This is an optimization exercise on Yosys and OpenROAD, whose aim is small area and a short achievable clock period, not a production implementation.
In this exercise RTL edits were held to simulation tests only and were not proved equivalent to the original.
Power and IR drop assume default switching activity.

### config.mk
export PLATFORM = sky130hd
export DESIGN_NAME = gecko_reg_scoreboard
export DESIGN_NICKNAME = gecko_reg_scoreboard
export VERILOG_FILES = /design/flow/design.v
export SDC_FILE = /design/flow/constraint.sdc
export NUM_CORES = 4
export LEC_CHECK = 0
export CAP_MARGIN = 20
export CORE_MARGIN = 2
export CORE_UTILIZATION = 40
export SLEW_MARGIN = 20
### constraint.sdc
create_clock -name core_clock -period 5.0 [get_ports {clk}]
set_input_delay 1.0000 -clock core_clock [delete_from_list [all_inputs] [get_ports {clk}]]
set_output_delay 1.0000 -clock core_clock [all_outputs]
set_load 0.01 [all_outputs]
### design.v
package gecko_reg_scoreboard_pkg;
  localparam int unsigned STATUS_W = 2;
  typedef logic [STATUS_W-1:0] gecko_reg_status_t;
  localparam gecko_reg_status_t GECKO_REG_STATUS_VALID = '0;
  localparam gecko_reg_status_t GECKO_REG_STATUS_FULL  = '1;
  typedef gecko_reg_status_t gecko_reg_file_status_t [32];
endpackage
module gecko_reg_status_counter (
  input  logic              clk,
  input  logic              rst,
  input  logic              inc,
  input  logic              dec,
  output gecko_reg_scoreboard_pkg::gecko_reg_status_t count,
  output logic              underflow
);
  gecko_reg_scoreboard_pkg::gecko_reg_status_t count_q;
  gecko_reg_scoreboard_pkg::gecko_reg_status_t count_d;
  always_comb begin
    count_d   = count_q;
    underflow = 1'b0;
    case ({inc, dec})
      2'b10: begin
        if (count_q != gecko_reg_scoreboard_pkg::GECKO_REG_STATUS_FULL) count_d = count_q + 1'b1;
      end
      2'b01: begin
        if (count_q == gecko_reg_scoreboard_pkg::GECKO_REG_STATUS_VALID) underflow = 1'b1;
        else count_d = count_q - 1'b1;
      end
      default: count_d = count_q;
    endcase
  end
  always_ff @(posedge clk) begin
    if (!rst) count_q <= gecko_reg_scoreboard_pkg::GECKO_REG_STATUS_VALID;
    else      count_q <= count_d;
  end
  assign count = count_q;
endmodule
module gecko_reg_scoreboard #(
  parameter logic [31:0] REG_RESET_VALUE = 32'h0000_0000,
  parameter bit          ERROR_STICKY    = 1'b1
) (
  input  logic                    clk,
  input  logic                    rst,
  input  logic                    issue_valid,
  output logic                    issue_ready,
  input  logic [4:0]              issue_reg_addr,
  input  logic                    wb_valid,
  input  logic [4:0]              wb_reg_addr,
  input  logic [31:0]             wb_value,
  input  logic [4:0]              rs1_addr,
  input  logic [4:0]              rs2_addr,
  output logic [31:0]             rs1_value,
  output logic [31:0]             rs2_value,
  output logic [32*gecko_reg_scoreboard_pkg::STATUS_W-1:0]  reg_status,
  output logic                    underflow_error
);
  gecko_reg_scoreboard_pkg::gecko_reg_file_status_t counts;
  logic [31:0]            uf_vec;
  logic [31:0]            regs [1:31];
  logic                   issue_fire;
  logic                   wb_same;
  assign wb_same     = wb_valid && (wb_reg_addr == issue_reg_addr);
  assign issue_ready = (issue_reg_addr == 5'd0) ||
                       (counts[issue_reg_addr] != gecko_reg_scoreboard_pkg::GECKO_REG_STATUS_FULL) || wb_same;
  assign issue_fire  = issue_valid && issue_ready;
  assign counts[0] = gecko_reg_scoreboard_pkg::GECKO_REG_STATUS_VALID;
  assign uf_vec[0] = 1'b0;
  for (genvar i = 1; i < 32; i++) begin : g_cnt
    gecko_reg_status_counter u_cnt (
      .clk       (clk),
      .rst       (rst),
      .inc       (issue_fire && (issue_reg_addr == 5'(i))),
      .dec       (wb_valid && (wb_reg_addr == 5'(i))),
      .count     (counts[i]),
      .underflow (uf_vec[i])
    );
  end
  always_ff @(posedge clk) begin
    if (!rst) begin
      underflow_error <= 1'b0;
    end else if (ERROR_STICKY) begin
      underflow_error <= underflow_error || (uf_vec != '0);
    end else begin
      underflow_error <= (uf_vec != '0);
    end
  end
  always_ff @(posedge clk) begin
    if (!rst) begin
      for (int unsigned i = 1; i < 32; i++) regs[i] <= REG_RESET_VALUE;
    end else if (wb_valid && (wb_reg_addr != 5'd0)) begin
      regs[wb_reg_addr] <= wb_value;
    end
  end
  function automatic logic [31:0] read_port(input logic [4:0] addr);
    logic [31:0] v;
    v = '0;
    if (addr != 5'd0) begin
      v = regs[addr];
      if (wb_valid && (wb_reg_addr == addr)) v = wb_value;
    end
    read_port = v;
  endfunction
  assign rs1_value = read_port(rs1_addr);
  assign rs2_value = read_port(rs2_addr);
  always_comb begin
    reg_status = '0;
    for (int unsigned i = 0; i < 32; i++) begin
      if (wb_valid && (wb_reg_addr == 5'(i)) && (counts[i] != gecko_reg_scoreboard_pkg::GECKO_REG_STATUS_VALID))
        reg_status[i*gecko_reg_scoreboard_pkg::STATUS_W +: gecko_reg_scoreboard_pkg::STATUS_W] = counts[i] - 1'b1;
      else
        reg_status[i*gecko_reg_scoreboard_pkg::STATUS_W +: gecko_reg_scoreboard_pkg::STATUS_W] = counts[i];
    end
  end
endmodule
### run.sh
#!/bin/bash
# synth_recipe.tcl (not shown) runs the flow's synth.tcl, then flattens the netlist and writes it again
# the make line also repeats each setting of config.mk as NAME=value (left out here)
make -C /OpenROAD-flow-scripts/flow DESIGN_CONFIG=/design/flow/config.mk WORK_HOME=/design/flow/orfs CLKGATE_MAP_FILE= SYNTH_SCRIPT=/design/flow/synth_recipe.tcl finish
==> impl_summary.txt <==
----------------------------------------------------
[STA]
  Relative slew margins ... a little under two fifths
  Maximum clock rate ... between 0.2 and 0.25 GHz
  Slew at the pin closest to its max-slew limit ... slightly above 0.9 ns
  Final Critical Period ... 4.94 ns
  Setup repair after global routing missed its margin ... no
  Post-route worst setup slack ... ~0.062 ns
  Final-report setup violation count ... 0
  Number of pins with negative max-slew slack in the final report ... 0
  Setup TNS ... 0 ns
  Number of hold violations in the final report ... 0
  Final worst path period share ... 98.8%
  Worst hold slack ... between 0.5 and 0.6 ns
  Clock tree skew after final layout ... between 0.02 and 0.025 ns

[Die]
  Die area ... around 160000 sq um
  Standard cell core area ... 154000 sq um
  Vertical extent of the die ... 397 microns
  DIE WIDTH ... ~400 microns
  Std cell rows ... between 100 and 150
  Number of top-level design ports ... about 190
  Initial standard-cell utilization of the core ... 40.2%

[Flow run]
  Number of max-cap violations ... 0

[Finish]
  Utilization of the core after routing ... between 40% and 50%
  Signed area change from the synthesized netlist to the final layout ... 17.2%
  Post-route standard cell area excluding fillers ... 72500 sq um
  Final instance count without filler cells ... around 6700
  Sequential standard cell area ... between 30000 and 40000 sq um
  Most frequent cells in the layout ... and2_1, edfxtp_1, mux4_2, buf_4, clkdlybuf4s50_1
  Area used by multi-input combinational logic ... about 28000 sq um
  Share of post-route cells with drive strength above 1 ... between 20% and 30%
  Number of nets in the layout ... around 4700
  Most frequent standard cell in the layout excluding fill and tap cells ... and2_1
  # fillers ... ~13000

[Detailed routing]
  Starting DRC count in detailed routing ... approximately 6000
  DR vias/cell ... 6.22
  Final antenna-violating net count ... 0
  Total via count after detailed routing ... 41840
  Total DRC errors in the routed layout ... 0
  Count of TritonRoute iterations in the first routing pass ... 5
  Total wire length after detailed routing ... ~230000 microns
  WL/cell ... around 34 microns

[Outcome]
  Outcome ... finished clean

[Global routing]
  First-pass GRT wire length ... 323000 microns
  Largest net degree at the start of global routing ... 65
  Via count of the first global-routing pass ... approximately 42000
  All-Layer GR Usage ... a little under 30%
  Number of antenna violations at the first check in global routing ... 28
  Sum of overflow across all layers after global routing ... 0

[Yosys]
  Cells after synthesis ... between 4000 and 5000
  Mean instance size in the synthesized netlist ... 14.3 sq um
  Post-Synthesis Cell Area ... ~62000 sq um
  Part of the Yosys area used for sequential elements ... slightly above 50%
  Async S/R FF share, synth ... 0%
  #FFs+latches synth ... 1087
  Number of unique standard cell types used by synthesis ... between 60 and 70
  Prevailing post-synth register cell ... edfxtp_1
  Number of flops mapped to enable cells by yosys ... 1024
  Number of warnings reported in the yosys synthesis log ... 4

[Placement]
  Number of placed instances with taps included ... between 6000 and 7000
  Detailed placement HPWL ... roughly 150000 microns
  # port buffers ... 183
  Routability cong. ... ~0.97
  Setup slack at placement ... -0.0258 ns
  Area of placed instances ... slightly below 70000 sq um

[Power and ir drop]
  Peak supply drop ... around 0.28 mV
  Total power per unit cell area ... 316 nW/um^2
  Total Power Consumption ... between 20 and 25 mW
  Static leakage power ... 25.2 nW

[Clock network]
  Clock input transition at the sequential cells of the worst setup and hold paths ... approximately 0.050 ns
  Number of buffers created by CTS ... 118
  H-tree lvl count ... 3
  Post-CTS setup buffer count ... 0
  Clock sink count ... approximately 1100
  Number of buffers between clock root and the deepest sink ... 3
  TritonCTS clock tree ... yes
  Clock root buffer master ... clkbuf_16
  Insertion delay of the later-clocked pin in the worst-skew pair ... ~0.74 ns

[Worst setup path]
  Crit path arrival time ... just under 4 ns
  Critical Setup Path Class ... input port to primary output
  Highest fanout seen on the critical path ... 12
  Required time worst endpoint ... 4.00 ns
  CP endpoint kind ... primary output
  Critical Path Source Type ... input port

[Hold path]
  Hold/Removal Path Class ... register to register

----------------------------------------------------
[final cells by class]
cell class,count,share of cell area (%)
flip-flops and latches,1087,44.1
multi-input cells,2750,39.1
repair buffers,505,7.43
clock buffers,143,4.29
well taps,2044,3.53
clock inverters,82,1.00
inverters,98,0.507
diodes,13,0.0448
[where the power goes]
group          leakage (nW)  switching, mW  total (mW)  internal [mW]
logic                  13.1           1.88        3.41           1.53
registers              10.3          0.254        10.7           10.4
clock network          1.87           3.87        8.81           4.94
total                  25.2           6.01        22.9           16.9
[per-layer routing]
layer / share of wire, % / up-vias / wire length (microns) / track usage [%]
met3: 12 / 530 / 28800 / 7.99
met5: 0.025 / - / 59 / 0
li1: - / 16820 / - / -
met2: 45 / 2844 / 104000 / 44.8
met4: 4.9 / 8 / 11400 / 11.9
met1: 38 / 21638 / 87300 / 39.7
[kinds of logic (layout without fill, tap and decap cells)]
kind of cell | count (synthesis) | after routing | share of synthesized area [%]
AO/OA/AOI/OAI | 301 | 301 | 3.51
other | 1 | 47 | 0.00606
adder cells (fa/ha/maj) | 124 | 124 | 2.51
AND/OR/NAND/NOR | 1505 | 1505 | 13.9
flip-flops | 1087 | 1087 | 51.7
multiplexers | 678 | 678 | 23.1
buffers and inverters | 521 | 828 | 3.62
XOR/XNOR | 108 | 108 | 1.53
[worst max-delay path: stages]
cell	delay [ns]
clkdlybuf4s50_1	0.62
buf_4	0.25
xor2_1	0.16
nor3_1	0.07
buf_4	0.16
or2_2	0.47
o31ai_2	0.54
clkdlybuf4s50_1	0.65
[registers in the layout, indices dropped and copies added, names as in the netlist]
| signal | count |
|---|---|
| underflow_error | 1 |
| regs | 1024 |
| g_cnt.u_cnt.count_q | 62 |
[cells in the mapped netlist (6+ instances only)]
library cell | instances | area share (%)
a21oi_1 | 54 | 0.44
mux2i_1 | 38 | 0.61
buf_1 | 24 | 0.15
xor2_1 | 8 | 0.11
and2_1 | 1026 | 10
mux4_2 | 598 | 22
nand2_1 | 165 | 1.0
nor3_1 | 41 | 0.33
dfxtp_1 | 63 | 2.0
o31ai_1 | 10 | 0.12
a221oi_1 | 36 | 0.51
a21o_1 | 8 | 0.097
edfxtp_1 | 1024 | 50
buf_2 | 62 | 0.50
a211oi_1 | 28 | 0.34
xnor2_1 | 100 | 1.4
ha_1 | 124 | 2.5
inv_1 | 96 | 0.58
a22o_1 | 6 | 0.085
o21ai_0 | 36 | 0.29
o211a_1 | 32 | 0.52
nand3b_1 | 7 | 0.085
nor2_1 | 135 | 0.82
clkbuf_1 | 298 | 1.8
buf_6 | 16 | 0.29
o22ai_1 | 19 | 0.19
nand3_1 | 49 | 0.40
nor2b_1 | 35 | 0.35
or2_2 | 6 | 0.061
buf_4 | 23 | 0.28
mux2_2 | 42 | 0.76
a22oi_1 | 55 | 0.67
nand4_1 | 7 | 0.071
[timing repair]
action,in CTS,in global routing
pin swaps,0,0
hold buffers,0,0
resized for setup,2,1
endpoints found under the setup margin,1,1
[worst paths after layout]
kind                                           startpoint                                 endpoint  slack [ns]  cells after the start
setup reg to reg   g_cnt[8].u_cnt.count_q[1]$_SDFFE_PN0P_               underflow_error$_SDFF_PN0_        1.31                     13
hold / removal    g_cnt[25].u_cnt.count_q[1]$_SDFFE_PN0P_  g_cnt[25].u_cnt.count_q[1]$_SDFFE_PN0P_        0.59                      1
hold reg to reg   g_cnt[25].u_cnt.count_q[1]$_SDFFE_PN0P_  g_cnt[25].u_cnt.count_q[1]$_SDFFE_PN0P_        0.59                      1
setup / recovery                           wb_reg_addr[3]                            rs2_value[22]        0.06                      8

==> afterwards: timing with drivers on the ports <==
Ports are ideal in the flow. The routed layout listed here was re-timed in OpenROAD. Step 1 assumes that a clkbuf_16 drives the clock port and a buf_2 every other input. Step 2 adds t to the input delays and takes it off the output delays; t is the mean of the earliest and latest rising clock arrival at the registers after step 1. Input paths then give back, and output paths get back, about the clock's delay inside the block. Slacks: ideal / step 1 / step 2; pairs: ideal / step 1.
shift t [ns]: 0.831
setup WS [ns]: 0.062 / 0.038 / -0.122
hold WS [ns]: 0.590 / 0.535 / 0.590
worst setup path at the end: input to register
worst slew at a driven data input, ns: 0.27
Met with ideal ports but missed after step 2: setup timing in this run. The setup slack of this run moves by -0.024 ns with the drivers and by -0.184 ns with both steps.
